This is an optimization exercise on Yosys and OpenROAD, whose aim is small area and a short achievable clock period, not a production implementation.
The RTL was checked by simulation tests, not by an equivalence proof against the original design.
Power is estimated from default activity; no workload was simulated.

===== design/flow/design.v =====
package dq_pkg;
  localparam int FUNC_W = 3;
  localparam logic [FUNC_W-1:0] FUNC_PUSH_FRONT = 3'd0;
  localparam logic [FUNC_W-1:0] FUNC_PUSH_BACK  = 3'd1;
  localparam logic [FUNC_W-1:0] FUNC_POP_FRONT  = 3'd2;
  localparam logic [FUNC_W-1:0] FUNC_POP_BACK   = 3'd3;
  localparam logic [FUNC_W-1:0] FUNC_PEEK_FRONT = 3'd4;
  localparam logic [FUNC_W-1:0] FUNC_PEEK_BACK  = 3'd5;
  localparam logic [FUNC_W-1:0] FUNC_CLEAR      = 3'd6;
endpackage
module dq_cell #(
  parameter int DATA_WIDTH = 32
) (
  input  logic                  clk,
  input  logic                  we,
  input  logic [DATA_WIDTH-1:0] push_word,
  output logic [DATA_WIDTH-1:0] data
);
  always_ff @(posedge clk) begin
    if (we) begin
      data <= push_word;
    end
  end
endmodule
module double_ended_queue #(
  parameter int DEPTH      = 16,
  parameter int DATA_WIDTH = 32
) (
  input  logic clk,
  input  logic rst,
  input  logic s_tvalid,
  output logic s_tready,
  input  logic [((DATA_WIDTH+7)/8)*8-1:0] s_tdata,
  input  logic [dq_pkg::FUNC_W-1:0] s_tuser,
  output logic m_tvalid,
  input  logic m_tready,
  output logic [((DATA_WIDTH+3+$clog2(DEPTH+1)+7)/8)*8-1:0] m_tdata
);
  localparam int CNT_W     = $clog2(DEPTH + 1);
  localparam int RES_W     = DATA_WIDTH + 3 + CNT_W;
  localparam int M_TDATA_W = ((RES_W + 7) / 8) * 8;
  logic [dq_pkg::FUNC_W-1:0] func;
  logic                      accept;
  logic [CNT_W-1:0] count;
  logic [CNT_W-1:0] count_next;
  logic             empty;
  logic             full;
  logic [DEPTH-1:0] before_front;
  logic [DEPTH-1:0] after_back;
  logic [DEPTH-1:0] we;
  logic [DEPTH-1:0] rsel;
  logic             ok_q;
  logic [DATA_WIDTH-1:0] peek_q;
  logic             peek_front;
  logic             peek_back;
  logic [DATA_WIDTH-1:0] mem [DEPTH];
  logic [DATA_WIDTH-1:0] peek_word;
  assign func     = s_tuser;
  assign s_tready = !m_tvalid || m_tready;
  assign accept   = s_tvalid && s_tready;
  assign full = count[CNT_W-1];
  assign peek_front = (func == dq_pkg::FUNC_PEEK_FRONT) && !empty;
  assign peek_back  = (func == dq_pkg::FUNC_PEEK_BACK) && !empty;
  for (genvar i = 0; i < DEPTH; i++) begin : g_word
    assign we[i]   = !full && (before_front[i] || after_back[i]);
    assign rsel[i] = (peek_front && before_front[(i + DEPTH - 1) % DEPTH]) ||
                     (peek_back && after_back[(i + 1) % DEPTH]);
    dq_cell #(
      .DATA_WIDTH(DATA_WIDTH)
    ) u_cell (
      .clk      (clk),
      .we       (we[i]),
      .push_word(s_tdata[DATA_WIDTH-1:0]),
      .data     (mem[i])
    );
  end
  always_comb begin
    peek_word = '0;
    for (int i = 0; i < DEPTH; i++) begin
      peek_word = peek_word | (mem[i] & {DATA_WIDTH{rsel[i]}});
    end
  end
  always_comb begin
    count_next = count;
    case (func)
      dq_pkg::FUNC_PUSH_FRONT,
      dq_pkg::FUNC_PUSH_BACK:  if (!full) count_next = count + 1'b1;
      dq_pkg::FUNC_POP_FRONT,
      dq_pkg::FUNC_POP_BACK:   if (!empty) count_next = count - 1'b1;
      dq_pkg::FUNC_CLEAR:      count_next = '0;
      default: ;
    endcase
  end
  function automatic logic [DEPTH-1:0] ring_up(input logic [DEPTH-1:0] r);
    ring_up = {r[DEPTH-2:0], r[DEPTH-1]};
  endfunction
  function automatic logic [DEPTH-1:0] ring_down(input logic [DEPTH-1:0] r);
    ring_down = {r[0], r[DEPTH-1:1]};
  endfunction
  always_ff @(posedge clk) begin
    if (rst) begin
      count        <= '0;
      empty        <= 1'b1;
      before_front <= DEPTH'(1) << (DEPTH - 1);
      after_back   <= DEPTH'(1);
      m_tvalid     <= 1'b0;
    end else begin
      if (accept) begin
        count <= count_next;
        empty <= (count_next == '0);
        case (func)
          dq_pkg::FUNC_PUSH_FRONT: if (!full) before_front <= ring_down(before_front);
          dq_pkg::FUNC_PUSH_BACK:  if (!full) after_back <= ring_up(after_back);
          dq_pkg::FUNC_POP_FRONT:  if (!empty) before_front <= ring_up(before_front);
          dq_pkg::FUNC_POP_BACK:   if (!empty) after_back <= ring_down(after_back);
          dq_pkg::FUNC_CLEAR:      after_back <= ring_up(before_front);
          default: ;
        endcase
      end
      if (accept) begin
        m_tvalid <= 1'b1;
      end else if (m_tready) begin
        m_tvalid <= 1'b0;
      end
    end
  end
  always_ff @(posedge clk) begin
    if (s_tready) begin
      case (func)
        dq_pkg::FUNC_PUSH_FRONT,
        dq_pkg::FUNC_PUSH_BACK:  ok_q <= !full;
        dq_pkg::FUNC_POP_FRONT,
        dq_pkg::FUNC_POP_BACK,
        dq_pkg::FUNC_PEEK_FRONT,
        dq_pkg::FUNC_PEEK_BACK,
        dq_pkg::FUNC_CLEAR:      ok_q <= !empty;
        default:                 ok_q <= 1'b0;
      endcase
      peek_q <= peek_word;
    end
  end
  assign m_tdata = M_TDATA_W'({count, full, empty, peek_q, ok_q});
endmodule

===== design/flow/constraint.sdc =====
create_clock -name core_clock -period 4.5 [get_ports {clk}]
set_input_delay 0.9000 -clock core_clock [delete_from_list [all_inputs] [get_ports {clk}]]
set_output_delay 0.9000 -clock core_clock [all_outputs]
set_load 0.01 [all_outputs]

===== design/flow/flow/run.sh =====
#!/bin/bash
cp standard.sh standard_sh.txt
export BUFFER_PORTS_ARGS="-buffer_cell sky130_fd_sc_hd__buf_2"
bash standard.sh > standard.log 2>&1

===== design/flow/config.mk =====
export PLATFORM = sky130hd
export DESIGN_NAME = double_ended_queue
export DESIGN_NICKNAME = double_ended_queue
export VERILOG_FILES = /design/flow/design.v
export SDC_FILE = /design/flow/constraint.sdc
export NUM_CORES = 4
export LEC_CHECK = 0
export CAP_MARGIN = 20
export CORE_MARGIN = 2
export CORE_UTILIZATION = 30
export CTS_BUF_LIST = sky130_fd_sc_hd__clkbuf_8
export CTS_CLUSTER_DIAMETER = 45
export CTS_CLUSTER_SIZE = 16
export SETUP_SLACK_MARGIN = 2.0
export SLEW_MARGIN = 20

===== design/flow/standard.sh =====
#!/bin/bash
# synth_recipe.tcl (not shown) runs the flow's synth.tcl, then flattens the netlist and writes it again
# the make line also repeats each setting of config.mk as NAME=value (left out here)
make -C /OpenROAD-flow-scripts/flow DESIGN_CONFIG=/design/flow/config.mk WORK_HOME=/design/flow/orfs CLKGATE_MAP_FILE= SYNTH_SCRIPT=/design/flow/synth_recipe.tcl "${@:-finish}"

==> results_dict.tcl, run 1 <==
set metrics [dict create \
    outcome "timing/DRC/antenna clean" \
    dr.pass1.iters 5 \
    critPathCapture "peek_q[11]" \
    dp_cells 2295 \
    hold_violations 0 \
    peakVddDrop_mv 0.1860 \
    worst_pin_slew_ns 1.105 \
    setup_violations 0 \
    stdcell_count 2439 \
    p_leak_uw 0.008027 \
    n_fill_cell 6829 \
    path_max_fanout 41 \
    gp_congestion 0.7973 \
    drv_cap 0 \
    slew_headroom_pct 26.03 \
    grt_pass1_wl_um 90220 \
    synth_top_area_share_pct 74.61 \
    ant_nets 0 \
    seq_area_um2 17150 \
    end_kind "register" \
    rsz0062_at_grt "no" \
    async_flop_share_pct 0 \
    via_count 13040 \
    dp_hpwl_um 32690 \
    portBuffers 80 \
    grt_overflow 0 \
    cts_root_buffer "clkbuf_8" \
    finalPower_uw 10070 \
    ys_ff_latch 584 \
    pwr_density_cell_nw_per_um2 396.7 \
    min_path_type "primary input to register" \
    path_clk_slew_ns 0.09 \
    timing.setup.tns_ns 0 \
    power_frac_seq_pct 61.2 \
    drv_slew 0 \
    hp-start "s_tvalid" \
    numCtsBuffers 54 \
    drt_iter0_markers 1598 \
    period_share_pct 54.88 \
    reg2regPathDepth 7 \
    power_frac_comb_pct 4.4 \
    layout.nets 1481 \
    start_kind "primary input" \
    synth_area_um2 21930 \
    critPathLaunch "s_tuser[0]" \
    fmax_mhz 404.9 \
    layout-drive-gt1-share_pct 20.96 \
    synth_nets 1331 \
    syn_inst 1290 \
    tritoncts "yes" \
    die_x_um 274.4 \
    cp.required_ns 4.89 \
    clock_latency_ns 0.69 \
    wirelength_um 63390 \
    core_um2 72710 \
    postCtsHoldBufs 0 \
    regToRegEndpoint "peek_q[11]" \
    p_switching_uw 2334 \
    grt_max_degree 42 \
    synth_area_leaders "edfxtp_1 75%, a22oi_1 6.9%, dfxtp_1 3.6%" \
    synth_cell_types 55 \
    multi_input_area_um2 4608 \
    post_drt_wl_per_cell_um 25.99 \
    area_growth_pct 15.75 \
    r2r_slack_ns 2.07 \
    synth_seq_area_share_pct 78.17 \
    post-route-drc-count 0 \
    gr-usage-all-layers_pct 16.57 \
    whs_ns 0.4942 \
    r2r_start "empty" \
    synth_largest_area_cell "edfxtp_1" \
    ios 81 \
    die_h_um 274.4 \
    synth_edf_count 545 \
    antenna_found_initial 5 \
    criticalPathCategory "primary input to register" \
    clkPwrFrac_pct 34.4 \
    yosysWarnings 3 \
    dieArea_um2 75300 \
    grt_pass1_vias 12660 \
    period_minus_slack_ns 2.469 \
    placementRows 99 \
    start_util_pct 30.17 \
    clock_sinks 584 \
    p_sw_share_pct 23.17 \
    syn_area_per_cell_um2 17.00 \
    clock_skew_ns 0.03131 \
    synth-main-ff-cell "edfxtp_1" \
    viasPerCell 5.348 \
    internal_power_uw 7738 \
    arrival_ns 2.86 \
    cts_buffer_depth 3 \
    htreeDepth 2 \
]
[layout make-up]
cell class | count | area share [%]
Clock inverter | 40 | 1.720
Timing Repair Buffer | 170 | 4.795
Sequential cell | 584 | 67.54
Antenna cell | 1 | 0.009856
Multi-Input combinational cell | 625 | 18.15
Clock buffer | 55 | 2.981
Inverter | 5 | 0.07392
Tap cell | 959 | 4.726
[metrics by stage]
step                      setup slack (ns)  util (%)  instance area, um2
after detailed placement            0.7671     32.44               23590
final                                2.031     34.92               25390
after global placement              0.8078     32.38               23540
after floorplan                      1.849         -               21940
after global routing                 1.998     34.91               25390
after CTS                            1.947     34.69               25230
[synthesized netlist by cell type, drive strengths merged, types with 3 or more instances]
| cell | number |
|---|---|
| mux2i | 33 |
| and4 | 27 |
| nand2b | 5 |
| clkbuf | 18 |
| nand2 | 46 |
| dfxtp | 39 |
| nor2b | 5 |
| a211oi | 3 |
| a21oi | 40 |
| or4 | 5 |
| edfxtp | 545 |
| inv | 5 |
| a2bb2oi | 15 |
| nand4 | 28 |
| o21ai | 21 |
| buf | 66 |
| a221oi | 28 |
| o22ai | 16 |
| nor3b | 3 |
| a22oi | 202 |
| a22o | 27 |
| nor2 | 86 |
[worst min path at each step]
| stage | endpoint | slack, ns | cells after the start |
|---|---|---|---|
| after floorplan | before_front[15] | 0.52 | 1 |
| after global placement | peek_q[24] | 0.55 | 2 |
| after detailed placement | peek_q[6] | 0.54 | 2 |
| after CTS | m_tvalid | 0.45 | 3 |
| after global routing | m_tvalid | 0.49 | 3 |
| final | m_tvalid | 0.49 | 3 |
[critical path: stages]
cell and delay (ns):
clkbuf_8 0.36, mux2i_4 0.32, buf_12 0.15, nor2_4 0.07
buf_12 0.16, a22oi_1 0.19, nand2_1 0.07, or4_1 0.56
[layout by cell type, fill, tap and decap left out, types with 15 or more instances in the layout]
cell / synthesis / layout
clkbuf_8: 0 / 56
nor2_1: 72 / 54
dfxtp_1: 39 / 37
nor2_4: 10 / 40
o21ai_0: 21 / 21
mux2i_1: 33 / 25
a2bb2oi_1: 15 / 15
and4_1: 27 / 27
nand2_1: 46 / 46
nand4_1: 28 / 28
a22o_1: 27 / 27
a21oi_1: 38 / 38
a22oi_1: 202 / 202
a221oi_1: 28 / 28
edfxtp_1: 545 / 545
o22ai_1: 16 / 16
buf_2: 34 / 79
buf_4: 23 / 79
[what timing repair did]
action | 4_1_cts | 5_1_grt
setup endpoints to repair | 32 | 29
buffers inserted | 27 | 12
gates cloned | 8 | 1
gates resized for setup | 25 | 9
pin swaps | 15 | 4
[state kept, by name (all words and copies together) (netlist names)]
| register | count |
|---|---|
| after_back | 16 |
| before_front | 16 |
| count | 5 |
| empty | 1 |
| g_word.u_cell.data | 512 |
| m_tvalid | 1 |
| ok_q | 1 |
| peek_q | 32 |
[routing by layer]
metal | GRT usage (%) | vias up | share of wire (%)
met3 | 3.512 | 99 | 8.2
met2 | 27.60 | 584 | 49
met4 | 4.462 | 8 | 2.3
met1 | 21.88 | 6780 | 40
met5 | 0 | - | 0.085
li1 | - | 5573 | -
[power groups by stage]
stage / Sequential [uW] / Clock [uW] / Combinational, uW
2_1_floorplan: 6280 / 0 / 194
3_3_place_gp: 6290 / 0 / 404
3_5_place_dp: 6290 / 0 / 427
4_1_cts: 6170 / 3530 / 439
5_1_grt: 6180 / 3730 / 475
6_report: 6170 / 3460 / 445
[logic make-up after synthesis]
family | count (synthesis) | synth area share, %
flops | 584 | 78.17
compound gates | 364 | 12.22
simple gates | 217 | 5.505
mux | 33 | 1.506
buf+inv | 89 | 2.441
fa+ha+maj | 2 | 0.1141
xor+xnor | 1 | 0.03994
==> run 2, diff against run 1 <==
--- a/design/flow/config.mk
+++ b/design/flow/config.mk
@@ -12,4 +12,4 @@
 export CTS_CLUSTER_DIAMETER = 45
 export CTS_CLUSTER_SIZE = 16
-export SETUP_SLACK_MARGIN = 2.0
+export SETUP_SLACK_MARGIN = 2.35
 export SLEW_MARGIN = 20
==> results_dict.tcl, run 2 <==
set metrics [dict create \
    outcome "timing/DRC/antenna clean" \
    largest_register_ff_count 512 \
    end_kind "output port" \
    clock_skew_ns 0.03995 \
    worst_pin_slew_ns 0.9197 \
    peakVddDrop_mv 0.2351 \
    min_path_type "primary input to register" \
    ant_nets 0 \
    period_share_pct 50.88 \
    synth_area_um2 21930 \
    yosysWarnings 3 \
    top_register "g_word.u_cell.data" \
    path_max_fanout 1 \
    cp.required_ns 3.60 \
    dp_cells 2291 \
    die_x_um 274.4 \
    synth_nets 1331 \
    tritoncts "yes" \
    synth_cell_types 55 \
    area_growth_pct 25.99 \
    ys_ff_latch 584 \
    arrival_ns 1.39 \
    htreeDepth 2 \
    dr.pass1.iters 6 \
    cts_root_buffer "clkbuf_8" \
    drv_cap 0 \
    min_path_cells 3 \
    gr-usage-all-layers_pct 17.03 \
    synth-main-ff-cell "edfxtp_1" \
    synth_edf_count 545 \
    slew_headroom_pct 38.54 \
    timing.setup.tns_ns 0 \
    path_clk_slew_ns 0.10 \
    wirelength_um 66790 \
    drv_slew 0 \
    cp_cell_sequence "buf_2" \
    portBuffers 80 \
    rsz0062_at_grt "yes" \
    gp_congestion 0.7827 \
    synth_top_area_share_pct 74.61 \
    post-route-drc-count 0 \
    grt_max_degree 40 \
    stdcell_count 2542 \
    dp_slack_ns 0.8258 \
    post_drt_wl_per_cell_um 26.27 \
    r2r_start "empty" \
    r2r_slack_ns 2.27 \
    finalPower_uw 10170 \
    syn_area_per_cell_um2 17.00 \
    numCtsBuffers 58 \
    critical-path-max-stage-delay_ns 0.50 \
    crit_family "flip-flops" \
    critPathSlowestCell "edfxtp_1" \
    hold_violations 0 \
    criticalPathCategory "register to output port" \
    start_util_pct 30.17 \
    synth_common_cells "545 x edfxtp_1, 202 x a22oi_1, 72 x nor2_1" \
    period_minus_slack_ns 2.290 \
    dp_hpwl_um 32390 \
    yosysMostFrequentCell "edfxtp_1" \
    layout-drive-gt1-share_pct 32.13 \
    critPathLaunch "peek_q[9]" \
    reg_top3 "g_word.u_cell.data x512, peek_q x32" \
    viasPerCell 5.362 \
    final_cell_mix "545 x edfxtp_1, 149 x a22oi_1, 86 x buf_4" \
    core_um2 72710 \
    cts_buffer_depth 3 \
    ios 81 \
    die_h_um 274.4 \
    hp-start "s_tvalid" \
    synth_area_leaders "edfxtp_1 75%, a22oi_1 6.9%, dfxtp_1 3.6%" \
    reg2regPathDepth 9 \
    syn_inst 1290 \
    grt_pass1_vias 12810 \
    clock_latency_ns 0.71 \
    via_count 13630 \
    fin_ws_ns 2.210 \
    final_common_cell "edfxtp_1" \
    synth_seq_area_share_pct 78.17 \
    p_leak_uw 0.008901 \
    cp_num_buf_inv 1 \
    antenna_found_initial 5 \
    layout.nets 1581 \
    dieArea_um2 75300 \
    grt_pass1_wl_um 92920 \
    setup_violations 0 \
    async_flop_share_pct 0 \
    synth_largest_area_cell "edfxtp_1" \
    placementRows 99 \
    fmax_mhz 436.7 \
    whs_endpoint "m_tvalid" \
    drt_iter0_markers 1719 \
    clock_sinks 584 \
    pwr_density_cell_nw_per_um2 368.0 \
    grt_overflow 0 \
    start_kind "register" \
    regToRegEndpoint "peek_q[26]" \
]
-- run 2: cell counts after synthesis --
Identical to the previous run, type by type.
-- run 2: layer usage --
metal | share of wire [%] | vias up | global-route usage (%)
li1 | - | 5797 | -
met5 | 0.037 | - | 0
met2 | 47 | 649 | 27.65
met1 | 41 | 7060 | 23.47
met4 | 2.8 | 4 | 4.519
met3 | 8.7 | 121 | 3.118
-- run 2: worst max path at each step --
stage,endpoint,slack [ns],depth (start not counted)
floorplan,g_word[5].u_cell.data[0],1.85,4
global placement,peek_q[21],0.88,8
detailed placement,peek_q[7],0.83,8
CTS,m_tdata[7],2.15,1
global route,m_tdata[7],2.17,1
finish,m_tdata[10],2.21,1
-- run 2: cells by family (layout without fill, tap and decap cells) --
logic type / after synthesis / count (layout) / share of synthesized area (%)
xor gates and xnor gates: 1 / 1 / 0.03994
muxes: 33 / 33 / 1.506
buffers and inverters: 89 / 372 / 2.441
and+or+nand+nor: 217 / 225 / 5.505
DFF: 584 / 584 / 78.17
AOI/OAI and AO/OA: 364 / 364 / 12.22
adders and majority gates: 2 / 2 / 0.1141
other: 0 / 2 / 0
-- run 2: what timing repair did --
item,CTS,global route
cloned,11,7
pin swaps,44,54
endpoints found under the setup margin,162,95
hold buffers,0,0
buffers inserted,74,56
resized for setup,124,103
-- run 2: per-stage QoR --
step                area [um2]  hold slack (ns)  utilization [%]
floorplan                22330           0.5189                -
global route             27630           0.5024            38.00
CTS                      26380           0.4180            36.27
finish                   27640           0.4713            38.01
detailed placement       23720           0.5506            32.62
global placement         23720           0.5434            32.62
-- run 2: cell type report --
cell class / count / area [um2]
Clock buffer: 58 / 798.3
Fill cell: 6554 / 45080
Tap cell: 959 / 1200
Antenna cell: 2 / 5.005
Timing Repair Buffer: 266 / 2898
Multi-Input combinational cell: 625 / 5104
Clock inverter: 43 / 441.7
Inverter: 5 / 18.77
Sequential cell: 584 / 17170
-- run 2: report_power, final --
group / leakage, uW / internal [uW] / switching [uW] / total (uW)
clock: 0.000630 / 1440 / 2050 / 3480
combinational: 0.00288 / 170 / 353 / 523
sequential: 0.00539 / 6100 / 61.6 / 6160
total: 0.00890 / 7710 / 2460 / 10200
==> run 3, diff against run 2 <==
--- a/design/flow/config.mk
+++ b/design/flow/config.mk
@@ -12,4 +12,4 @@
 export CTS_CLUSTER_DIAMETER = 45
 export CTS_CLUSTER_SIZE = 16
-export SETUP_SLACK_MARGIN = 2.35
+export SETUP_SLACK_MARGIN = 2.5
 export SLEW_MARGIN = 20
==> results_dict.tcl, run 3 <==
set metrics [dict create \
    outcome "timing/DRC/antenna clean" \
    final_cell_mix "545 x edfxtp_1, 133 x a22oi_1, 85 x buf_4" \
    synth_edf_count 545 \
    die_h_um 274.4 \
    synth_top_area_share_pct 74.61 \
    drt_iter0_markers 1480 \
    peakVddDrop_mv 0.2135 \
    period_share_pct 50.66 \
    fmax_mhz 438.7 \
    period_minus_slack_ns 2.280 \
    synth-main-ff-cell "edfxtp_1" \
    dpl-instance-area_um2 23600 \
    post-route-drc-count 0 \
    worst_pin_slew_ns 0.9631 \
    area_growth_pct 27.02 \
    dieArea_um2 75300 \
    synth_area_um2 21930 \
    drv_slew 0 \
    reg_top3 "g_word.u_cell.data x512, peek_q x32" \
    top_register "g_word.u_cell.data" \
    setup_violations 0 \
    min_path_cells 3 \
    reg2regPathDepth 9 \
    cp_cell_sequence "buf_2" \
    layout-drive-gt1-share_pct 33.40 \
    cts_buffer_depth 3 \
    path_clk_slew_ns 0.10 \
    path_max_fanout 1 \
    via_count 13620 \
    ant_nets 0 \
    gr-usage-all-layers_pct 17.69 \
    yosysMostFrequentCell "edfxtp_1" \
    synth_largest_area_cell "edfxtp_1" \
    dp_hpwl_um 32400 \
    r2r_start "empty" \
    synth_nets 1331 \
    crit_family "flip-flops" \
    start_util_pct 30.17 \
    numCtsBuffers 51 \
    cp_num_buf_inv 1 \
    critical-path-max-stage-delay_ns 0.50 \
    gp_congestion 0.7715 \
    wirelength_um 68300 \
    hp-start "s_tvalid" \
    tritoncts "yes" \
    drv_cap 0 \
    final_common_cell "edfxtp_1" \
    synth_seq_area_share_pct 78.17 \
    grt_overflow 0 \
    grt_pass1_vias 13300 \
    end_kind "output port" \
    pwr_density_cell_nw_per_um2 353.3 \
    whs_endpoint "m_tvalid" \
    fin_ws_ns 2.220 \
    syn_area_per_cell_um2 17.00 \
    die_x_um 274.4 \
    p_leak_uw 0.008972 \
    core_um2 72710 \
    postCtsHoldBufs 0 \
    htreeDepth 2 \
    ys_ff_latch 584 \
    async_flop_share_pct 0 \
    dr.pass1.iters 6 \
    post_drt_wl_per_cell_um 26.93 \
    dp_slack_ns 0.8413 \
    clock_skew_ns 0.03077 \
    start_kind "register" \
    portBuffers 80 \
    hold_violations 0 \
    syn_inst 1290 \
    antenna_found_initial 3 \
    critPathSlowestCell "edfxtp_1" \
    viasPerCell 5.372 \
    criticalPathCategory "register to output port" \
    slew_headroom_pct 35.72 \
    synth_area_leaders "edfxtp_1 75%, a22oi_1 6.9%, dfxtp_1 3.6%" \
    layout.nets 1591 \
    grt_max_degree 40 \
    placementRows 99 \
    yosysWarnings 3 \
    fin_area_um2 27860 \
    rsz0062_at_grt "yes" \
    synth_common_cells "545 x edfxtp_1, 202 x a22oi_1, 72 x nor2_1" \
    ios 81 \
    cp.required_ns 3.60 \
    clock_latency_ns 0.69 \
    regToRegEndpoint "peek_q[23]" \
    synth_cell_types 55 \
    arrival_ns 1.38 \
    largest_register_ff_count 512 \
    grt_pass1_wl_um 96100 \
    r2r_slack_ns 2.30 \
    cts_root_buffer "clkbuf_8" \
    clock_sinks 584 \
    timing.setup.tns_ns 0 \
    min_path_type "primary input to register" \
]
==> run 3: worst max-delay path by stage <==
| stage | from | endpoint | slack, ns | cells after the start |
|---|---|---|---|---|
| floorplan | s_tuser[2] | peek_q[28] | 2.06 | 8 |
| global placement | s_tuser[2] | peek_q[27] | 0.83 | 8 |
| detailed placement | s_tuser[2] | peek_q[27] | 0.84 | 8 |
| CTS | peek_q[8] | m_tdata[9] | 2.18 | 1 |
| global route | peek_q[15] | m_tdata[16] | 2.18 | 1 |
| finish | peek_q[8] | m_tdata[9] | 2.22 | 1 |
==> run 3: layer usage <==
metal	vias up	global-route usage, %	routed length (um)
li1	5795	-	-
met2	578	30.52	33670
met5	-	0	22
met3	108	3.048	5002
met4	4	4.920	1967
met1	7138	22.87	27640
==> run 3: metrics by stage <==
stage / power (uW) / std cells / hold WS, ns / util [%]
after floorplan: 6484 / 1290 / 0.5189 / -
after global placement: 6700 / 2287 / 0.5381 / 32.42
after detailed placement: 6713 / 2288 / 0.5411 / 32.45
after CTS: 9838 / 2517 / 0.4768 / 37.50
after global routing: 10110 / 2535 / 0.4923 / 38.31
final: 9844 / 2536 / 0.5057 / 38.32
==> run 3: layout make-up <==
class	count	area, um2
Fill cell	6532	44850
Sequential cell	584	17170
Multi-Input combinational cell	624	5201
Timing Repair Buffer	284	3294
Tap cell	959	1200
Clock buffer	52	715.7
Clock inverter	26	257.7
Inverter	5	18.77
Antenna cell	2	5.005
==> run 3: report_power, final <==
| part | internal [uW] | switching (uW) |
|---|---|---|
| Sequential | 6100 | 67.8 |
| Combinational | 199 | 372 |
| Clock | 1250 | 1860 |
| Total | 7550 | 2300 |
==> run 3: what timing repair did <==
item | 4_1_cts | 5_1_grt
buffers inserted | 134 | 14
setup endpoints to repair | 182 | 110
pin swaps | 90 | 61
cloned | 17 | 3
resized for setup | 206 | 74
==> run 3: logic make-up (layout without fill, tap and decap cells) <==
group,count (synthesis),after routing,share of synthesized area (%)
multiplexers,33,33,1.506
AND/OR/NAND/NOR,217,224,5.505
XOR/XNOR,1,1,0.03994
buffers and inverters,89,367,2.441
AO/OA/AOI/OAI,364,364,12.22
other,0,2,0
flip-flops,584,584,78.17
adder cells (fa/ha/maj),2,2,0.1141
==> run 4, diff against run 3 <==
--- a/design/flow/config.mk
+++ b/design/flow/config.mk
@@ -12,4 +12,4 @@
 export CTS_CLUSTER_DIAMETER = 45
 export CTS_CLUSTER_SIZE = 16
-export SETUP_SLACK_MARGIN = 2.5
+export SETUP_SLACK_MARGIN = 2.2
 export SLEW_MARGIN = 20
==> results_dict.tcl, run 4 <==
set metrics [dict create \
    post-route-drc-count 0 \
    postCtsHoldBufs 0 \
    slew_headroom_pct 42.17 \
    ys_ff_latch 584 \
    viasPerCell 5.398 \
    syn_inst 1290 \
    die_h_um 274.4 \
    start_kind "primary input" \
    ios 81 \
    wirelength_um 65400 \
    synth_largest_area_cell "edfxtp_1" \
    p_leak_uw 0.008211 \
    clock_latency_ns 0.68 \
    antenna_found_initial 4 \
    synth_seq_area_share_pct 78.17 \
    pwr_density_cell_nw_per_um2 382.9 \
    cts_buffer_depth 3 \
    outcome "timing/DRC/antenna clean" \
    path_clk_slew_ns 0.07 \
    seq_area_um2 17160 \
    yosysWarnings 3 \
    period_minus_slack_ns 2.323 \
    peakVddDrop_mv 0.2213 \
    htreeDepth 2 \
    grt_overflow 0 \
    final_cell_mix "545 x edfxtp_1, 191 x a22oi_1, 87 x buf_4" \
    gp_congestion 0.7756 \
    placementRows 99 \
    top_register "g_word.u_cell.data" \
    final_common_cell "edfxtp_1" \
    drv_slew 0 \
    start_util_pct 30.17 \
    core_um2 72710 \
    grt_pass1_vias 13020 \
    largest_register_ff_count 512 \
    end_kind "register" \
    setup_violations 0 \
    syn_area_per_cell_um2 17.00 \
    dp_hpwl_um 31920 \
    gr-usage-all-layers_pct 17.18 \
    reg_top3 "g_word.u_cell.data x512, peek_q x32" \
    fin_area_um2 25980 \
    portBuffers 80 \
    synth_nets 1331 \
    dr.pass1.iters 5 \
    tritoncts "yes" \
    r2r_slack_ns 2.20 \
    n_fill_cell 6770 \
    grt_max_degree 40 \
    synth_top_area_share_pct 74.61 \
    async_flop_share_pct 0 \
    drv_cap 0 \
    drt_iter0_markers 1426 \
    clock_sinks 584 \
    path_max_fanout 21 \
    rsz0062_at_grt "yes" \
    synth_area_leaders "edfxtp_1 75%, a22oi_1 6.9%, dfxtp_1 3.6%" \
    cts_root_buffer "clkbuf_8" \
    cp.required_ns 4.89 \
    yosysMostFrequentCell "edfxtp_1" \
    dpl-instance-area_um2 23660 \
    via_count 13250 \
    period_share_pct 51.63 \
    arrival_ns 2.71 \
    dieArea_um2 75300 \
    synth_common_cells "545 x edfxtp_1, 202 x a22oi_1, 72 x nor2_1" \
    hold_violations 0 \
    min_path_type "primary input to register" \
    clock_skew_ns 0.03350 \
    synth_cell_types 55 \
    die_x_um 274.4 \
    fmax_mhz 430.4 \
    post_drt_wl_per_cell_um 26.64 \
    criticalPathCategory "primary input to register" \
    grt_pass1_wl_um 93540 \
    multi_input_area_um2 4867 \
    worst_pin_slew_ns 0.8675 \
    numCtsBuffers 53 \
    timing.setup.tns_ns 0 \
    synth_area_um2 21930 \
    area_growth_pct 18.45 \
    synth-main-ff-cell "edfxtp_1" \
    ant_nets 0 \
    layout-drive-gt1-share_pct 24.95 \
    layout.nets 1509 \
    synth_edf_count 545 \
]
## run 4: cell counts after synthesis
Identical to the previous run, type by type.
## run 4: power by group
part | internal, uW | switching (uW) | leakage (uW)
combinational | 136 | 335 | 0.00227
sequential | 6100 | 63.0 | 0.00539
clock | 1440 | 1880 | 0.000547
total | 7670 | 2280 | 0.00821
## run 4: cell families after synthesis
kind of cell,after synthesis,synth area share (%)
buf+inv,89,2.441
flops,584,78.17
simple gates,217,5.505
fa+ha+maj,2,0.1141
xor+xnor,1,0.03994
mux,33,1.506
compound gates,364,12.22
## run 4: worst paths after layout
path                   start         end  cells after the start
hold / removal      s_tvalid    m_tvalid                      3
hold reg to reg     count[0]    count[0]                      2
setup reg to reg       empty  peek_q[20]                      8
setup / recovery  s_tuser[2]  peek_q[11]                     10
## run 4: worst max-delay path, cell delays in order
cell,delay (ns)
buf_6,0.14
or3b_4,0.28
buf_12,0.13
buf_16,0.17
nor2_4,0.06
buf_12,0.13
buf_12,0.12
a22oi_1,0.13
nand2_1,0.08
or4_4,0.55
## run 4: repair_timing
action                                  CTS  global route
setup buffers                            65             6
cloned                                   13             0
endpoints found under the setup margin   78            35
pin swaps                                19             1
resized for setup                        53             9
## run 4: routing by layer
| layer | part of all wire, % | vias to the layer above | track usage [%] |
|---|---|---|---|
| li1 | - | 5625 | - |
| met2 | 49 | 648 | 28.60 |
| met4 | 3.0 | 4 | 5.549 |
| met5 | 0.031 | - | 0 |
| met1 | 40 | 6862 | 22.76 |
| met3 | 8.0 | 113 | 3.013 |
## run 4: layout make-up
cell class | count | share of cell area, %
tap | 959 | 4.618
sequential | 584 | 66.04
timing repair buffer | 196 | 6.400
multi-input combinational | 628 | 18.73
inverter | 5 | 0.07223
antenna | 1 | 0.009631
clock buffer | 53 | 2.807
clock inverter | 29 | 1.324
## run 4: stage by stage
step	std cells	power [uW]	setup WS [ns]	hold WS, ns	utilization, %
2_1_floorplan	1290	6482	1.849	0.5189	-
3_3_place_gp	2287	6699	0.8155	0.5333	32.53
3_5_place_dp	2287	6713	0.8271	0.5449	32.53
4_1_cts	2447	9999	2.168	0.4781	35.54
5_1_grt	2455	10240	2.176	0.5054	35.73
6_report	2455	9950	2.177	0.5188	35.73
==> run 5, diff against run 4 <==
--- a/design/flow/config.mk
+++ b/design/flow/config.mk
@@ -6,5 +6,5 @@
 export NUM_CORES = 4
 export LEC_CHECK = 0
-export CAP_MARGIN = 20
+export CAP_MARGIN = 0
 export CORE_MARGIN = 2
 export CORE_UTILIZATION = 30
@@ -13,3 +13,3 @@
 export CTS_CLUSTER_SIZE = 16
 export SETUP_SLACK_MARGIN = 2.2
-export SLEW_MARGIN = 20
+export SLEW_MARGIN = 0
==> results_dict.tcl, run 5 <==
set metrics [dict create \
    drv_cap 0 \
    r2r_slack_ns 2.20 \
    synth-main-ff-cell "edfxtp_1" \
    cp.required_ns 4.89 \
    synth_edf_count 545 \
    grt_max_degree 40 \
    post_drt_wl_per_cell_um 26.65 \
    antenna_found_initial 4 \
    internal_power_uw 7674 \
    synth_top_area_share_pct 74.61 \
    multi_input_area_um2 4867 \
    start_kind "primary input" \
    post-route-drc-count 0 \
    slew_headroom_pct 20.91 \
    start_util_pct 30.17 \
    numCtsBuffers 53 \
    path_clk_slew_ns 0.07 \
    final_cell_mix "545 x edfxtp_1, 191 x a22oi_1, 85 x buf_4" \
    fmax_mhz 430.9 \
    cts_root_buffer "clkbuf_8" \
    area_growth_pct 18.37 \
    end_kind "register" \
    hp-start "s_tvalid" \
    outcome "timing/DRC/antenna clean" \
    synth_cell_types 55 \
    wirelength_um 65420 \
    rsz0062_at_grt "yes" \
    timing.setup.tns_ns 0 \
    whs_endpoint "m_tvalid" \
    final_common_cell "edfxtp_1" \
    regToRegEndpoint "peek_q[8]" \
    synth_nets 1331 \
    criticalPathCategory "primary input to register" \
    whs_ns 0.5196 \
    power_frac_seq_pct 62.0 \
    drv_slew 0 \
    p_sw_share_pct 22.87 \
    p_switching_uw 2275 \
    layout.nets 1508 \
    via_count 13170 \
    hold_violations 0 \
    r2r_start "empty" \
    layout-drive-gt1-share_pct 24.90 \
    dp_cells 2287 \
    die_h_um 274.4 \
    arrival_ns 2.71 \
    htreeDepth 2 \
    pwr_density_cell_nw_per_um2 383.2 \
    path_max_fanout 21 \
    stdcell_count 2455 \
    tritoncts "yes" \
    die_x_um 274.4 \
    grt_pass1_vias 13020 \
    synth_area_um2 21930 \
    min_path_type "primary input to register" \
    n_fill_cell 6771 \
    gp_congestion 0.7756 \
    dieArea_um2 75300 \
    grt_overflow 0 \
    syn_inst 1290 \
    reg2regPathDepth 7 \
    clkPwrFrac_pct 33.3 \
    clock_latency_ns 0.68 \
    portBuffers 80 \
    async_flop_share_pct 0 \
    setup_violations 0 \
    synth_area_leaders "edfxtp_1 75%, a22oi_1 6.9%, dfxtp_1 3.6%" \
    top_register "g_word.u_cell.data" \
    synth_seq_area_share_pct 78.17 \
    reg_top3 "g_word.u_cell.data x512, peek_q x32" \
    dr.pass1.iters 5 \
    dp_hpwl_um 31920 \
    worst_pin_slew_ns 1.184 \
    cts_buffer_depth 3 \
    drt_iter0_markers 1317 \
    seq_area_um2 17160 \
    finalPower_uw 9949 \
    peakVddDrop_mv 0.2215 \
    yosysMostFrequentCell "edfxtp_1" \
    clock_sinks 584 \
    final_util_pct 35.71 \
    power_frac_comb_pct 4.7 \
    gr-usage-all-layers_pct 17.18 \
    ys_ff_latch 584 \
    synth_largest_area_cell "edfxtp_1" \
    viasPerCell 5.364 \
    ios 81 \
    period_share_pct 51.57 \
    ant_nets 0 \
    syn_area_per_cell_um2 17.00 \
    grt_pass1_wl_um 93540 \
    clock_skew_ns 0.03182 \
    period_minus_slack_ns 2.321 \
    largest_register_ff_count 512 \
    min_path_cells 3 \
    p_leak_uw 0.008201 \
    yosysWarnings 3 \
    placementRows 99 \
    synth_common_cells "545 x edfxtp_1, 202 x a22oi_1, 72 x nor2_1" \
    core_um2 72710 \
]
==> run 5: repair_timing <==
action	CTS	global route
setup buffers	65	6
resized for setup	53	12
hold buffers	0	0
cloned	13	0
endpoints found under the setup margin	78	46
pin swaps	19	3
==> run 5: kinds of logic after synthesis <==
family | after synthesis | share of synthesized area [%]
flops | 584 | 78.17
mux | 33 | 1.506
buf+inv | 89 | 2.441
compound gates | 364 | 12.22
simple gates | 217 | 5.505
fa+ha+maj | 2 | 0.1141
xor+xnor | 1 | 0.03994
==> run 5: metrics by stage <==
step | area, um2 | worst slack (ns)
floorplan | 22260 | 1.849
global placement | 23660 | 0.8155
detailed placement | 23660 | 0.8271
CTS | 25840 | 2.168
global route | 25960 | 2.176
finish | 25960 | 2.179
==> run 5: cell type report <==
cell class	count	area share, %
Inverter	5	0.07228
Timing Repair Buffer	195	6.327
Antenna cell	2	0.01928
Clock buffer	53	2.809
Multi-Input combinational cell	628	18.75
Sequential cell	584	66.08
Clock inverter	29	1.325
Tap cell	959	4.621
==> run 5: worst max-delay path by stage <==
stage / to / from / depth (start not counted) / slack (ns)
6_report: peek_q[11] / s_tuser[2] / 10 / 2.18
5_1_grt: peek_q[28] / s_tuser[0] / 7 / 2.18
3_3_place_gp: peek_q[13] / s_tuser[0] / 7 / 0.82
4_1_cts: peek_q[14] / s_tuser[2] / 9 / 2.17
2_1_floorplan: g_word[3].u_cell.data[0] / count[4] / 4 / 1.85
3_5_place_dp: peek_q[13] / s_tuser[0] / 7 / 0.83
==> run 5: layer usage <==
layer | up-vias | wire (um) | global-route usage (%) | part of all wire (%)
met5 | - | 23 | 0 | 0.035
li1 | 5624 | - | - | -
met2 | 620 | 31650 | 28.60 | 48
met3 | 115 | 5127 | 3.013 | 7.8
met1 | 6805 | 26540 | 22.76 | 41
met4 | 4 | 2080 | 5.549 | 3.2
==> run 5: critical path, stage by stage <==
cell and delay [ns]:
buf_6 0.14, or3b_4 0.28, buf_12 0.13, buf_16 0.17
nor2_4 0.06, buf_12 0.14, buf_12 0.12, a22oi_1 0.13
nand2_1 0.08, or4_4 0.55
==> run 5: power groups by stage <==
stage          registers, uW  logic, uW  clock network, uW
2_1_floorplan           6280        201                  0
3_3_place_gp            6300        404                  0
3_5_place_dp            6300        413                  0
4_1_cts                 6170        471               3360
5_1_grt                 6180        502               3560
6_report                6160        470               3310
==> run 6, diff against run 5 <==
--- a/design/flow/config.mk
+++ b/design/flow/config.mk
@@ -12,4 +12,4 @@
 export CTS_CLUSTER_DIAMETER = 45
 export CTS_CLUSTER_SIZE = 16
-export SETUP_SLACK_MARGIN = 2.2
+export SETUP_SLACK_MARGIN = 2.27
 export SLEW_MARGIN = 0
==> results_dict.tcl, run 6 <==
set metrics [dict create \
    outcome "timing/DRC/antenna clean" \
    critPathLaunch "peek_q[9]" \
    ant_nets 0 \
    synth-main-ff-cell "edfxtp_1" \
    cp_num_buf_inv 1 \
    period_share_pct 50.71 \
    p_leak_uw 0.008242 \
    timing.setup.tns_ns 0 \
    synth_top_area_share_pct 74.61 \
    reg_top3 "g_word.u_cell.data x512, peek_q x32" \
    synth_seq_area_share_pct 78.17 \
    post_drt_wl_per_cell_um 26.74 \
    via_count 13230 \
    synth_edf_count 545 \
    die_h_um 274.4 \
    layout-drive-gt1-share_pct 25.52 \
    drv_slew 0 \
    wirelength_um 65870 \
    core_um2 72710 \
    post-route-drc-count 0 \
    end_kind "output port" \
    ys_ff_latch 584 \
    synth_area_um2 21930 \
    setup_violations 0 \
    critical-path-max-stage-delay_ns 0.49 \
    min_path_type "primary input to register" \
    grt_pass1_vias 12710 \
    area_growth_pct 19.19 \
    worst_pin_slew_ns 1.199 \
    start_kind "register" \
    cts_buffer_depth 3 \
    finalPower_uw 9887 \
    htreeDepth 2 \
    crit_family "flip-flops" \
    whs_ns 0.4976 \
    period_minus_slack_ns 2.282 \
    rsz0062_at_grt "yes" \
    arrival_ns 1.38 \
    whs_endpoint "m_tvalid" \
    tritoncts "yes" \
    hp-start "s_tvalid" \
    die_x_um 274.4 \
    ios 81 \
    yosysMostFrequentCell "edfxtp_1" \
    path_clk_slew_ns 0.09 \
    yosysWarnings 3 \
    syn_area_per_cell_um2 17.00 \
    n_fill_cell 6715 \
    placementRows 99 \
    final_util_pct 35.96 \
    top_register "g_word.u_cell.data" \
    synth_nets 1331 \
    dieArea_um2 75300 \
    cp.required_ns 3.60 \
    cp_cell_sequence "buf_2" \
    grt_use_met2_pct 28.07 \
    clock_skew_ns 0.03309 \
    min_path_cells 3 \
    grt_overflow 0 \
    cts_root_buffer "clkbuf_8" \
    final_common_cell "edfxtp_1" \
    path_max_fanout 1 \
    antenna_found_initial 7 \
    dr.pass1.iters 7 \
    synth_common_cells "545 x edfxtp_1, 202 x a22oi_1, 72 x nor2_1" \
    clock_latency_ns 0.71 \
    synth_area_leaders "edfxtp_1 75%, a22oi_1 6.9%, dfxtp_1 3.6%" \
    final_cell_mix "545 x edfxtp_1, 184 x a22oi_1, 75 x buf_2" \
    syn_inst 1290 \
    fmax_mhz 438.2 \
    peakVddDrop_mv 0.2025 \
    synth_cell_types 55 \
    slew_headroom_pct 19.73 \
    layout.nets 1510 \
    dp_hpwl_um 31950 \
    critPathSlowestCell "edfxtp_1" \
    clock_sinks 584 \
    viasPerCell 5.369 \
    reg2regPathDepth 8 \
    largest_register_ff_count 512 \
    grt_pass1_wl_um 92390 \
    numCtsBuffers 53 \
    busiest_layer "met2" \
    drt_iter0_markers 1660 \
    pwr_density_cell_nw_per_um2 378.2 \
    r2r_start "empty" \
    regToRegEndpoint "peek_q[25]" \
    r2r_slack_ns 2.25 \
    gr-usage-all-layers_pct 17.06 \
    grtUsageMet3_pct 4.291 \
    synth_largest_area_cell "edfxtp_1" \
    async_flop_share_pct 0 \
    criticalPathCategory "register to output port" \
    portBuffers 80 \
    gp_congestion 0.7958 \
    drv_cap 0 \
    hold_violations 0 \
    grt_max_degree 42 \
    gr-usage-met1_pct 22.36 \
    start_util_pct 30.17 \
]
-- run 6: cell counts after synthesis --
Identical to the previous run, type by type.
-- run 6: timing repair --
action	CTS	global route
hold buffers	0	0
resized for setup	57	31
setup buffers	48	20
gates cloned	14	3
endpoints found under the setup margin	124	50
pin swaps	21	13
-- run 6: cells by family after synthesis --
group                      after synthesis  share of synthesized area (%)
DFF                                    584                          78.17
AOI/OAI and AO/OA                      364                          12.22
and+or+nand+nor                        217                          5.505
buffers and inverters                   89                          2.441
muxes                                   33                          1.506
adders and majority gates                2                         0.1141
xor gates and xnor gates                 1                        0.03994
-- run 6: layout make-up --
cell class / instances / area [um2] / share of cell area (%)
multi-input combinational: 629 / 4876 / 18.65
clock buffer: 53 / 729.5 / 2.790
sequential: 584 / 17170 / 65.66
timing repair buffer: 196 / 1817 / 6.949
antenna: 3 / 7.507 / 0.02872
tap: 959 / 1200 / 4.590
inverter: 5 / 18.77 / 0.07179
clock inverter: 34 / 330.3 / 1.263
-- run 6: report_power, final --
group | internal [uW] | switching, uW
logic | 142 | 343
clock network | 1300 | 1940
registers | 6100 | 64.6
-- run 6: per-layer routing --
metal	vias to the layer above	part of all wire (%)
met5	-	0.071
met4	8	2.3
met3	103	9.3
met2	657	48
met1	6803	40
li1	5654	-
-- run 6: worst max-delay path by stage --
stage                               endpoint  cells past startpoint
finish                           m_tdata[10]                      1
global route                     m_tdata[10]                      1
CTS                               m_tdata[4]                      1
detailed placement                 peek_q[2]                      7
global placement                  peek_q[29]                      8
floorplan           g_word[5].u_cell.data[0]                      4
-- run 6: worst reg2reg max path, stage by stage, from the launching register on --
cell and delay, ns:
dfxtp_4 0.37, or3b_4 0.50, buf_12 0.20, nor2_4 0.38, buf_6 0.22, buf_4 0.14, buf_12 0.10, a22oi_1 0.09
nand4_1 0.13
-- run 6: through the flow --
| step | area (um2) | setup slack, ns | std cells |
|---|---|---|---|
| 2_1_floorplan | 22300 | 1.849 | 1290 |
| 3_3_place_gp | 23730 | 0.8020 | 2288 |
| 3_5_place_dp | 23730 | 0.7550 | 2288 |
| 4_1_cts | 25740 | 2.166 | 2437 |
| 5_1_grt | 26140 | 2.176 | 2461 |
| 6_report | 26140 | 2.218 | 2463 |
==> run 7, diff against run 6 <==
--- a/design/flow/config.mk
+++ b/design/flow/config.mk
@@ -9,7 +9,7 @@
 export CORE_MARGIN = 2
 export CORE_UTILIZATION = 30
-export CTS_BUF_LIST = sky130_fd_sc_hd__clkbuf_8
-export CTS_CLUSTER_DIAMETER = 45
-export CTS_CLUSTER_SIZE = 16
-export SETUP_SLACK_MARGIN = 2.27
+export CTS_BUF_LIST = sky130_fd_sc_hd__clkbuf_16
+export CTS_CLUSTER_DIAMETER = 70
+export CTS_CLUSTER_SIZE = 30
+export SETUP_SLACK_MARGIN = 2.2
 export SLEW_MARGIN = 0
==> results_dict.tcl, run 7 <==
set metrics [dict create \
    synth-main-ff-cell "edfxtp_1" \
    die_h_um 274.4 \
    cts_buffer_depth 3 \
    critical-path-max-stage-delay_ns 0.55 \
    min_path_cells 2 \
    synth_area_um2 21930 \
    drt-met1-wl_um 26430 \
    crit_family "simple AND/OR/NAND/NOR gates" \
    post_drt_wl_per_cell_um 27.06 \
    dp_hpwl_um 31920 \
    ios 81 \
    area_growth_pct 19.45 \
    pwr_density_cell_nw_per_um2 375.5 \
    cp.required_ns 4.82 \
    r2r_slack_ns 2.27 \
    path_max_fanout 17 \
    top_layer_used "met5" \
    postCtsHoldBufs 0 \
    end_kind "register" \
    viasPerCell 5.448 \
    cp_num_buf_inv 1 \
    final_common_cell "edfxtp_1" \
    drv_cap 0 \
    fmax_mhz 431.0 \
    top_register "g_word.u_cell.data" \
    rsz0062_at_grt "yes" \
    start_util_pct 30.17 \
    synth_edf_count 545 \
    min_path_type "register to register" \
    peakVddDrop_mv 0.3520 \
    post-route-drc-count 0 \
    wirelength_um 65840 \
    grt_pass1_wl_um 93250 \
    reg_top3 "g_word.u_cell.data x512, peek_q x32" \
    dr_wl_met2_um 32120 \
    clock_latency_ns 0.62 \
    synth_seq_area_share_pct 78.17 \
    period_minus_slack_ns 2.320 \
    criticalPathCategory "primary input to register" \
    numCtsBuffers 29 \
    period_share_pct 51.56 \
    yosysWarnings 3 \
    p_leak_uw 0.008237 \
    tritoncts "yes" \
    syn_inst 1290 \
    timing.setup.tns_ns 0 \
    final_cell_mix "545 x edfxtp_1, 188 x a22oi_1, 91 x buf_4" \
    outcome "timing/DRC/antenna clean" \
    synth_top_area_share_pct 74.61 \
    whs_ns 0.5326 \
    hold_violations 0 \
    synth_common_cells "545 x edfxtp_1, 202 x a22oi_1, 72 x nor2_1" \
    die_x_um 274.4 \
    grt_overflow 0 \
    r2r_start "empty" \
    htreeDepth 1 \
    async_flop_share_pct 0 \
    gp_congestion 0.7756 \
    drt_iter0_markers 1604 \
    dr_wl_met3_um 5353 \
    synth_nets 1331 \
    placementRows 99 \
    antenna_found_initial 5 \
    cts_root_buffer "clkbuf_16" \
    ys_ff_latch 584 \
    clock_skew_ns 0.03307 \
    hp-start "count[4]" \
    grt_pass1_vias 12880 \
    grt_max_degree 40 \
    largest_register_ff_count 512 \
    synth_cell_types 55 \
    regToRegEndpoint "peek_q[20]" \
    synth_largest_area_cell "edfxtp_1" \
    start_kind "primary input" \
    slew_headroom_pct 19.82 \
    layout-drive-gt1-share_pct 24.58 \
    gr-usage-all-layers_pct 17.05 \
    dr.pass1.iters 5 \
    syn_area_per_cell_um2 17.00 \
    layout.nets 1503 \
    worst_pin_slew_ns 1.200 \
    clock_sinks 584 \
    setup_violations 0 \
    reg2regPathDepth 10 \
    whs_endpoint "count[4]" \
    critPathSlowestCell "or4_4" \
    cp_cell_sequence "buf_16 > mux2i_4 > nor2_2 > a22oi_1 > nand2_1 > or4_4" \
    via_count 13260 \
    core_um2 72710 \
    path_clk_slew_ns 0.10 \
    ant_nets 0 \
    n_fill_cell 6756 \
    synth_area_leaders "edfxtp_1 75%, a22oi_1 6.9%, dfxtp_1 3.6%" \
    arrival_ns 2.64 \
    dieArea_um2 75300 \
    drv_slew 0 \
    yosysMostFrequentCell "edfxtp_1" \
    portBuffers 80 \
]
run 7: layout make-up:
type	count	area (um2)	area share, %
Clock inverter	13	269.0	1.027
Tap cell	959	1200	4.580
Timing Repair Buffer	212	1912	7.297
Clock buffer	29	725.7	2.770
Sequential cell	584	17160	65.48
Inverter	5	18.77	0.07163
Multi-Input combinational cell	630	4917	18.77
Antenna cell	1	2.502	0.009551
run 7: worst max path at each step:
stage	from	endpoint	slack, ns	depth (start not counted)
2_1_floorplan	count[4]	g_word[3].u_cell.data[0]	1.85	4
5_1_grt	count[0]	empty	2.16	6
6_report	s_tuser[0]	peek_q[11]	2.18	6
3_5_place_dp	s_tuser[0]	peek_q[13]	0.83	7
3_3_place_gp	s_tuser[0]	peek_q[13]	0.82	7
4_1_cts	s_tuser[0]	peek_q[20]	2.11	7
run 7: worst min-delay path, stage by stage (launching register included):
cell      delay, ns
dfxtp_4        0.38
inv_1          0.07
a211oi_1       0.06
run 7: cell families (layout without fill, tap and decap cells):
kind of cell | count (synthesis) | after routing | share of synthesized area (%)
flops | 584 | 584 | 78.17
compound gates | 364 | 364 | 12.22
simple gates | 217 | 230 | 5.505
buf+inv | 89 | 259 | 2.441
mux | 33 | 33 | 1.506
fa+ha+maj | 2 | 2 | 0.1141
xor+xnor | 1 | 1 | 0.03994
other cells | 0 | 1 | 0
run 7: stage by stage:
step / setup slack [ns] / total power [uW] / std cells / util, % / area (um2)
5_1_grt: 2.160 / 10120 / 2432 / 36.03 / 26200
3_3_place_gp: 0.8155 / 6699 / 2287 / 32.53 / 23660
2_1_floorplan: 1.849 / 6482 / 1290 / - / 22260
3_5_place_dp: 0.8271 / 6713 / 2287 / 32.53 / 23660
4_1_cts: 2.111 / 9862 / 2411 / 35.56 / 25850
6_report: 2.180 / 9839 / 2433 / 36.03 / 26200
run 7: what timing repair did:
action / in CTS / in global routing
endpoints found under the setup margin: 79 / 43
gates cloned: 15 / 3
gates resized for setup: 63 / 19
pin swaps: 20 / 3
endpoints found under the hold margin: 0 / 0
buffers inserted: 67 / 18
run 7: power breakdown:
part / internal (uW) / switching (uW) / leakage (uW)
logic: 156 / 347 / 0.00238
registers: 6100 / 61.4 / 0.00539
clock network: 1330 / 1840 / 0.000467
run 7: layer usage:
layer / global-route usage, % / up-vias
li1: - / 5618
met1: 22.78 / 6887
met2: 28.62 / 643
met3: 2.767 / 101
met4: 4.863 / 6
met5: 0 / -
==> run 8, diff against run 7 <==
--- a/design/flow/design.v
+++ b/design/flow/design.v
@@ -52,6 +52,6 @@
   logic             ok_q;
   logic [DATA_WIDTH-1:0] peek_q;
-  logic             peek_front;
-  logic             peek_back;
+  logic             is_peek;
+  logic [DATA_WIDTH-1:0] end_word;
   logic [DATA_WIDTH-1:0] mem [DEPTH];
   logic [DATA_WIDTH-1:0] peek_word;
@@ -60,10 +60,9 @@
   assign accept   = s_tvalid && s_tready;
   assign full = count[CNT_W-1];
-  assign peek_front = (func == dq_pkg::FUNC_PEEK_FRONT) && !empty;
-  assign peek_back  = (func == dq_pkg::FUNC_PEEK_BACK) && !empty;
+  assign is_peek = (func[dq_pkg::FUNC_W-1:1] == dq_pkg::FUNC_PEEK_FRONT[dq_pkg::FUNC_W-1:1]) && !empty;
   for (genvar i = 0; i < DEPTH; i++) begin : g_word
     assign we[i]   = !full && (before_front[i] || after_back[i]);
-    assign rsel[i] = (peek_front && before_front[(i + DEPTH - 1) % DEPTH]) ||
-                     (peek_back && after_back[(i + 1) % DEPTH]);
+    assign rsel[i] = func[0] ? after_back[(i + 1) % DEPTH]
+                             : before_front[(i + DEPTH - 1) % DEPTH];
     dq_cell #(
       .DATA_WIDTH(DATA_WIDTH)
@@ -76,9 +75,10 @@
   end
   always_comb begin
-    peek_word = '0;
+    end_word = '0;
     for (int i = 0; i < DEPTH; i++) begin
-      peek_word = peek_word | (mem[i] & {DATA_WIDTH{rsel[i]}});
+      end_word = end_word | (mem[i] & {DATA_WIDTH{rsel[i]}});
     end
   end
+  assign peek_word = end_word & {DATA_WIDTH{is_peek}};
   always_comb begin
     count_next = count;
--- a/design/flow/config.mk
+++ b/design/flow/config.mk
@@ -9,7 +9,7 @@
 export CORE_MARGIN = 2
 export CORE_UTILIZATION = 30
-export CTS_BUF_LIST = sky130_fd_sc_hd__clkbuf_16
-export CTS_CLUSTER_DIAMETER = 70
-export CTS_CLUSTER_SIZE = 30
-export SETUP_SLACK_MARGIN = 2.2
+export CTS_BUF_LIST = sky130_fd_sc_hd__clkbuf_8
+export CTS_CLUSTER_DIAMETER = 45
+export CTS_CLUSTER_SIZE = 16
+export SETUP_SLACK_MARGIN = 2.35
 export SLEW_MARGIN = 0
==> results_dict.tcl, run 8 <==
set metrics [dict create \
    gp_congestion 0.7557 \
    reg2regPathDepth 3 \
    pwr_density_cell_nw_per_um2 418.2 \
    r2r_start "after_back[9]" \
    tritoncts "yes" \
    peakVddDrop_mv 0.2410 \
    area_growth_pct 15.90 \
    viasPerCell 5.567 \
    worst-path-stages 1 \
    wirelength_um 67020 \
    layout-drive-gt1-share_pct 23.48 \
    syn_inst 1236 \
    ios 81 \
    grt_overflow 0 \
    gr-usage-all-layers_pct 16.38 \
    path_max_fanout 1 \
    regToRegEndpoint "g_word[9].u_cell.data[22]" \
    synth_seq_area_share_pct 78.44 \
    whs_ns 0.4938 \
    yosysMostFrequentCell "edfxtp_1" \
    start_kind "register" \
    synth-main-ff-cell "edfxtp_1" \
    clock_skew_ns 0.04363 \
    ant_nets 0 \
    dp_hpwl_um 31010 \
    placementRows 98 \
    period_minus_slack_ns 2.334 \
    synth_edf_count 545 \
    rsz0062_at_grt "yes" \
    final_cell_mix "545 x edfxtp_1, 88 x a22oi_1, 78 x a22o_1" \
    critPathLaunch "peek_q[1]" \
    portBuffers 80 \
    postCtsHoldBufs 0 \
    dr.pass1.iters 7 \
    clock_sinks 584 \
    period_share_pct 51.86 \
    synth_largest_area_cell "edfxtp_1" \
    crit_family "flip-flops" \
    reg_top3 "g_word.u_cell.data x512, peek_q x32" \
    slew_headroom_pct 28.36 \
    min_path_type "primary input to register" \
    start_util_pct 30.42 \
    timing.setup.tns_ns 0 \
    grt_max_degree 40 \
    criticalPathCategory "register to output port" \
    drt_iter0_markers 1889 \
    setup_violations 0 \
    dpl-instance-area_um2 23650 \
    via_count 13010 \
    clock_latency_ns 0.69 \
    final_common_cell "edfxtp_1" \
    synth_nets 1277 \
    critPathCapture "m_tdata[2]" \
    critical-path-max-stage-delay_ns 0.54 \
    numCtsBuffers 52 \
    path_clk_slew_ns 0.09 \
    largest_register_ff_count 512 \
    dp_cells 2210 \
    grt_pass1_wl_um 88690 \
    synth_area_leaders "edfxtp_1 75%, dfxtp_1 3.6%, a22oi_1 3.4%" \
    drv_slew 0 \
    dieArea_um2 75040 \
    syn_area_per_cell_um2 17.69 \
    arrival_ns 1.43 \
    post-route-drc-count 0 \
    synth_top_area_share_pct 74.87 \
    drv_cap 0 \
    cts_root_buffer "clkbuf_8" \
    worst_pin_slew_ns 1.073 \
    die_h_um 273.9 \
    synth_cell_types 51 \
    r2r_slack_ns 2.18 \
    top_register "g_word.u_cell.data" \
    synth_area_um2 21860 \
    critPathSlowestCell "edfxtp_1" \
    antenna_found_initial 8 \
    cp_cell_sequence "buf_2" \
    die_x_um 273.9 \
    core_um2 71850 \
    grt_pass1_vias 12570 \
    cp.required_ns 3.60 \
    cp_num_buf_inv 1 \
    fmax_mhz 428.5 \
    synth_common_cells "545 x edfxtp_1, 100 x a22oi_1, 84 x nor2_1" \
    layout.nets 1387 \
    ys_ff_latch 584 \
    fin_area_um2 25340 \
    async_flop_share_pct 0 \
    post_drt_wl_per_cell_um 28.68 \
    outcome "timing/DRC/antenna clean" \
    end_kind "output port" \
    p_leak_uw 0.008002 \
    htreeDepth 2 \
    yosysWarnings 3 \
    hold_violations 0 \
    stdcell_count 2337 \
    cts_buffer_depth 3 \
]
## run 8: cell type report
type / instances / area [um2]
Timing Repair Buffer: 120 / 795.8
Tap cell: 950 / 1189
Fill cell: 6787 / 46520
Inverter: 5 / 18.77
Sequential cell: 584 / 17170
Multi-Input combinational cell: 583 / 5061
Clock buffer: 52 / 715.7
Clock inverter: 40 / 377.9
Antenna cell: 3 / 7.507
## run 8: repair_timing
action | CTS | global route
gates resized for setup | 25 | 18
cloned | 4 | 11
buffers inserted | 8 | 9
setup endpoints to repair | 248 | 113
pin swaps | 6 | 6
## run 8: report_power, final
| group | internal, uW | leakage [uW] | switching (uW) |
|---|---|---|---|
| Sequential | 6230 | 0.00542 | 110 |
| Clock | 1380 | 0.000563 | 1940 |
| Combinational | 292 | 0.00201 | 647 |
| Total | 7900 | 0.00800 | 2690 |
## run 8: worst min-delay path by stage
| stage | start | endpoint | slack [ns] | cells after the start |
|---|---|---|---|---|
| 4_1_cts | s_tvalid | m_tvalid | 0.46 | 3 |
| 3_3_place_gp | count[3] | count[3] | 0.53 | 2 |
| 6_report | s_tvalid | m_tvalid | 0.49 | 3 |
| 2_1_floorplan | before_front[14] | before_front[14] | 0.52 | 2 |
| 3_5_place_dp | count[3] | count[3] | 0.56 | 2 |
| 5_1_grt | s_tvalid | m_tvalid | 0.49 | 3 |
## run 8: layer usage
metal,up-vias,wire [um],part of all wire [%],track usage [%]
met5,-,92,0.14,0
met4,10,1486,2.2,4.434
met3,110,7248,11,3.477
met2,779,30360,45,25.66
met1,6748,27840,42,23.05
li1,5362,-,-,-
## run 8: cells by family after synthesis
group | synth area share [%]
multiplexers | 2.501
AO/OA/AOI/OAI | 12.93
AND/OR/NAND/NOR | 3.812
adder cells (fa/ha/maj) | 0.1145
buffers and inverters | 2.204
flip-flops | 78.44
## run 8: worst min-delay path, cell delays in order
cell,delay (ns)
buf_2,0.13
inv_1,0.05
a21oi_1,0.05
## run 8: stage by stage
stage / power (uW) / setup WS, ns / utilization (%)
after floorplan: 6927 / 1.923 / -
after global placement: 7280 / 1.159 / 32.91
after detailed placement: 7300 / 1.083 / 32.91
after CTS: 10550 / 2.167 / 34.73
after global routing: 10890 / 2.169 / 35.25
final: 10600 / 2.166 / 35.26
==> run 9, diff against run 8 <==
--- a/design/flow/config.mk
+++ b/design/flow/config.mk
@@ -12,4 +12,4 @@
 export CTS_CLUSTER_DIAMETER = 45
 export CTS_CLUSTER_SIZE = 16
-export SETUP_SLACK_MARGIN = 2.35
+export SETUP_SLACK_MARGIN = 2.2
 export SLEW_MARGIN = 0
==> results_dict.tcl, run 9 <==
set metrics [dict create \
    grt_overflow 0 \
    r2r_start "count[4]" \
    drv_slew 0 \
    pwr_density_cell_nw_per_um2 428.7 \
    grt_pass1_wl_um 88540 \
    clock_latency_ns 0.69 \
    numCtsBuffers 52 \
    clkPwrFrac_pct 32.3 \
    criticalPathCategory "primary input to register" \
    synth_nets 1277 \
    peakVddDrop_mv 0.1930 \
    dr.pass1.iters 5 \
    drv_cap 0 \
    postCtsHoldBufs 0 \
    cts_root_buffer "clkbuf_8" \
    reg2regPathDepth 4 \
    syn_inst 1236 \
    top_register "g_word.u_cell.data" \
    reg_top3 "g_word.u_cell.data x512, peek_q x32" \
    setup_violations 0 \
    outcome "timing/DRC/antenna clean" \
    power_frac_comb_pct 7.9 \
    path_clk_slew_ns 0.10 \
    n_fill_cell 6850 \
    drt_iter0_markers 1406 \
    layout.nets 1365 \
    cts_buffer_depth 3 \
    fmax_mhz 442.6 \
    synth_largest_area_cell "edfxtp_1" \
    post-route-drc-count 0 \
    portBuffers 80 \
    min_path_type "primary input to register" \
    power_frac_seq_pct 59.7 \
    final_common_cell "edfxtp_1" \
    yosysMostFrequentCell "edfxtp_1" \
    min_path_cells 3 \
    largest_register_ff_count 512 \
    async_flop_share_pct 0 \
    area_growth_pct 12.98 \
    p_switching_uw 2586 \
    grt_pass1_vias 12570 \
    hp-start "s_tvalid" \
    die_h_um 273.9 \
    final_cell_mix "545 x edfxtp_1, 100 x a22oi_1, 79 x buf_2" \
    arrival_ns 2.68 \
    ios 81 \
    synth-main-ff-cell "edfxtp_1" \
    path_max_fanout 32 \
    core_um2 71850 \
    end_kind "register" \
    clock_skew_ns 0.03277 \
    synth_common_cells "545 x edfxtp_1, 100 x a22oi_1, 84 x nor2_1" \
    tritoncts "yes" \
    viasPerCell 5.484 \
    synth_seq_area_share_pct 78.44 \
    regToRegEndpoint "g_word[12].u_cell.data[22]" \
    gp_congestion 0.7653 \
    hold_violations 0 \
    clock_sinks 584 \
    synth_edf_count 545 \
    finalPower_uw 10590 \
    timing.setup.tns_ns 0 \
    placementRows 98 \
    p_leak_uw 0.007802 \
    ys_ff_latch 584 \
    grt_max_degree 40 \
    rsz0062_at_grt "no" \
    synth_area_leaders "edfxtp_1 75%, dfxtp_1 3.6%, a22oi_1 3.4%" \
    worst_pin_slew_ns 1.207 \
    gr-usage-all-layers_pct 16.29 \
    period_share_pct 50.21 \
    antenna_found_initial 12 \
    internal_power_uw 8001 \
    dieArea_um2 75040 \
    dp_hpwl_um 30440 \
    start_kind "primary input" \
    via_count 12670 \
    layout-drive-gt1-share_pct 18.56 \
    ant_nets 0 \
    synth_top_area_share_pct 74.87 \
    post_drt_wl_per_cell_um 26.87 \
    slew_headroom_pct 19.33 \
    cp.required_ns 4.92 \
    start_util_pct 30.42 \
    syn_area_per_cell_um2 17.69 \
    p_sw_share_pct 24.42 \
    whs_endpoint "m_tvalid" \
    r2r_slack_ns 2.26 \
    synth_cell_types 51 \
    synth_area_um2 21860 \
    htreeDepth 2 \
    die_x_um 273.9 \
    period_minus_slack_ns 2.259 \
    yosysWarnings 3 \
    wirelength_um 62090 \
]
==> run 9: power groups by stage <==
stage / sequential (uW) / combinational [uW] / clock (uW)
after floorplan: 6440 / 447 / 0
final: 6320 / 841 / 3420
after CTS: 6320 / 839 / 3470
after global placement: 6450 / 794 / 0
after global routing: 6350 / 898 / 3660
after detailed placement: 6460 / 808 / 0
==> run 9: cells by family (layout without fill, tap and decap cells) <==
logic type                 Yosys count  count (layout)  synth area share (%)
DFF                                584             584                 78.44
AOI/OAI and AO/OA                  354             354                 12.93
and+or+nand+nor                    164             165                 3.812
buffers and inverters               84             205                 2.204
muxes                               48              48                 2.501
adders and majority gates            2               2                0.1145
other                                0               3                     0
==> run 9: timing repair <==
action	CTS	global route
buffers inserted	11	0
gates resized for setup	7	7
endpoints found under the setup margin	148	19
gates cloned	1	0
pin swaps	1	0
==> run 9: worst max path at each step <==
stage / cells after the start / slack [ns] / start / endpoint
floorplan: 3 / 1.92 / count[4] / g_word[3].u_cell.data[0]
detailed placement: 6 / 1.08 / s_tuser[0] / peek_q[8]
global route: 1 / 2.20 / peek_q[10] / m_tdata[11]
CTS: 6 / 2.21 / s_tuser[0] / peek_q[6]
global placement: 6 / 1.11 / s_tuser[0] / peek_q[23]
finish: 5 / 2.24 / s_tuser[1] / peek_q[3]
==> run 9: through the flow <==
step	instance area (um2)	util (%)	hold slack, ns	instances	worst slack [ns]
floorplan	21970	-	0.5220	1236	1.923
global placement	23340	32.49	0.5431	2208	1.110
detailed placement	23340	32.49	0.5530	2208	1.082
CTS	24630	34.28	0.4505	2308	2.207
global route	24690	34.37	0.4929	2310	2.201
finish	24700	34.37	0.4904	2311	2.241
==> run 9: critical path, stage by stage <==
cell	delay (ns)
buf_2	0.45
inv_1	0.31
nand3_2	0.47
buf_4	0.39
nor2_1	0.12
==> run 9: metal layers <==
metal	vias up	GRT usage (%)	wire length (um)
li1	5314	-	-
met1	6682	21.47	25590
met3	105	2.907	4663
met5	-	0	89
met2	559	27.42	30190
met4	14	4.877	1553
==> run 9: layout make-up <==
class / count / area (um2) / share of cell area, %
diodes: 3 / 7.507 / 0.03040
clock inverters: 34 / 400.4 / 1.621
multi-input cells: 569 / 4506 / 18.24
repair buffers: 112 / 679.4 / 2.751
flip-flops and latches: 584 / 17150 / 69.46
clock buffers: 54 / 743.2 / 3.009
well taps: 950 / 1189 / 4.813
inverters: 5 / 18.77 / 0.07599

-- re-timing with driven ports --
No port has a modelled driver above. Below, the same layouts with a new extraction and two added sets of constraints. Step 1, drivers: a clkbuf_16 drives clk and a buf_2 each remaining input, both assumed. Step 2 also shifts input and output timing later by t, the mid clock arrival at the registers, as if the neighbouring blocks saw the same clock. a / b / c = no drivers / after step 1 / after step 2; a / b = the first two.
run	shift t [ns]	setup slack, ns	worst hold slack (ns)
run 1	0.725	2.031 / 2.045 / 1.320	0.494 / 0.468 / 0.563
run 2	0.751	2.210 / 2.153 / 1.465	0.471 / 0.440 / 0.563
run 3	0.732	2.220 / 2.157 / 1.514	0.506 / 0.469 / 0.546
run 4	0.718	2.177 / 2.145 / 1.428	0.519 / 0.487 / 0.528
run 5	0.716	2.179 / 2.156 / 1.440	0.520 / 0.486 / 0.529
run 6	0.748	2.218 / 2.165 / 1.449	0.498 / 0.467 / 0.531
run 7	0.655	2.180 / 2.068 / 1.412	0.533 / 0.526 / 0.533
run 8	0.726	2.166 / 2.109 / 1.568	0.494 / 0.455 / 0.529
run 9	0.722	2.241 / 2.194 / 1.544	0.490 / 0.459 / 0.537
After both steps setup and hold are still met in every run listed. The setup slack of run 6, which loses most, moves by -0.053 ns with the drivers and by -0.769 ns with both steps.
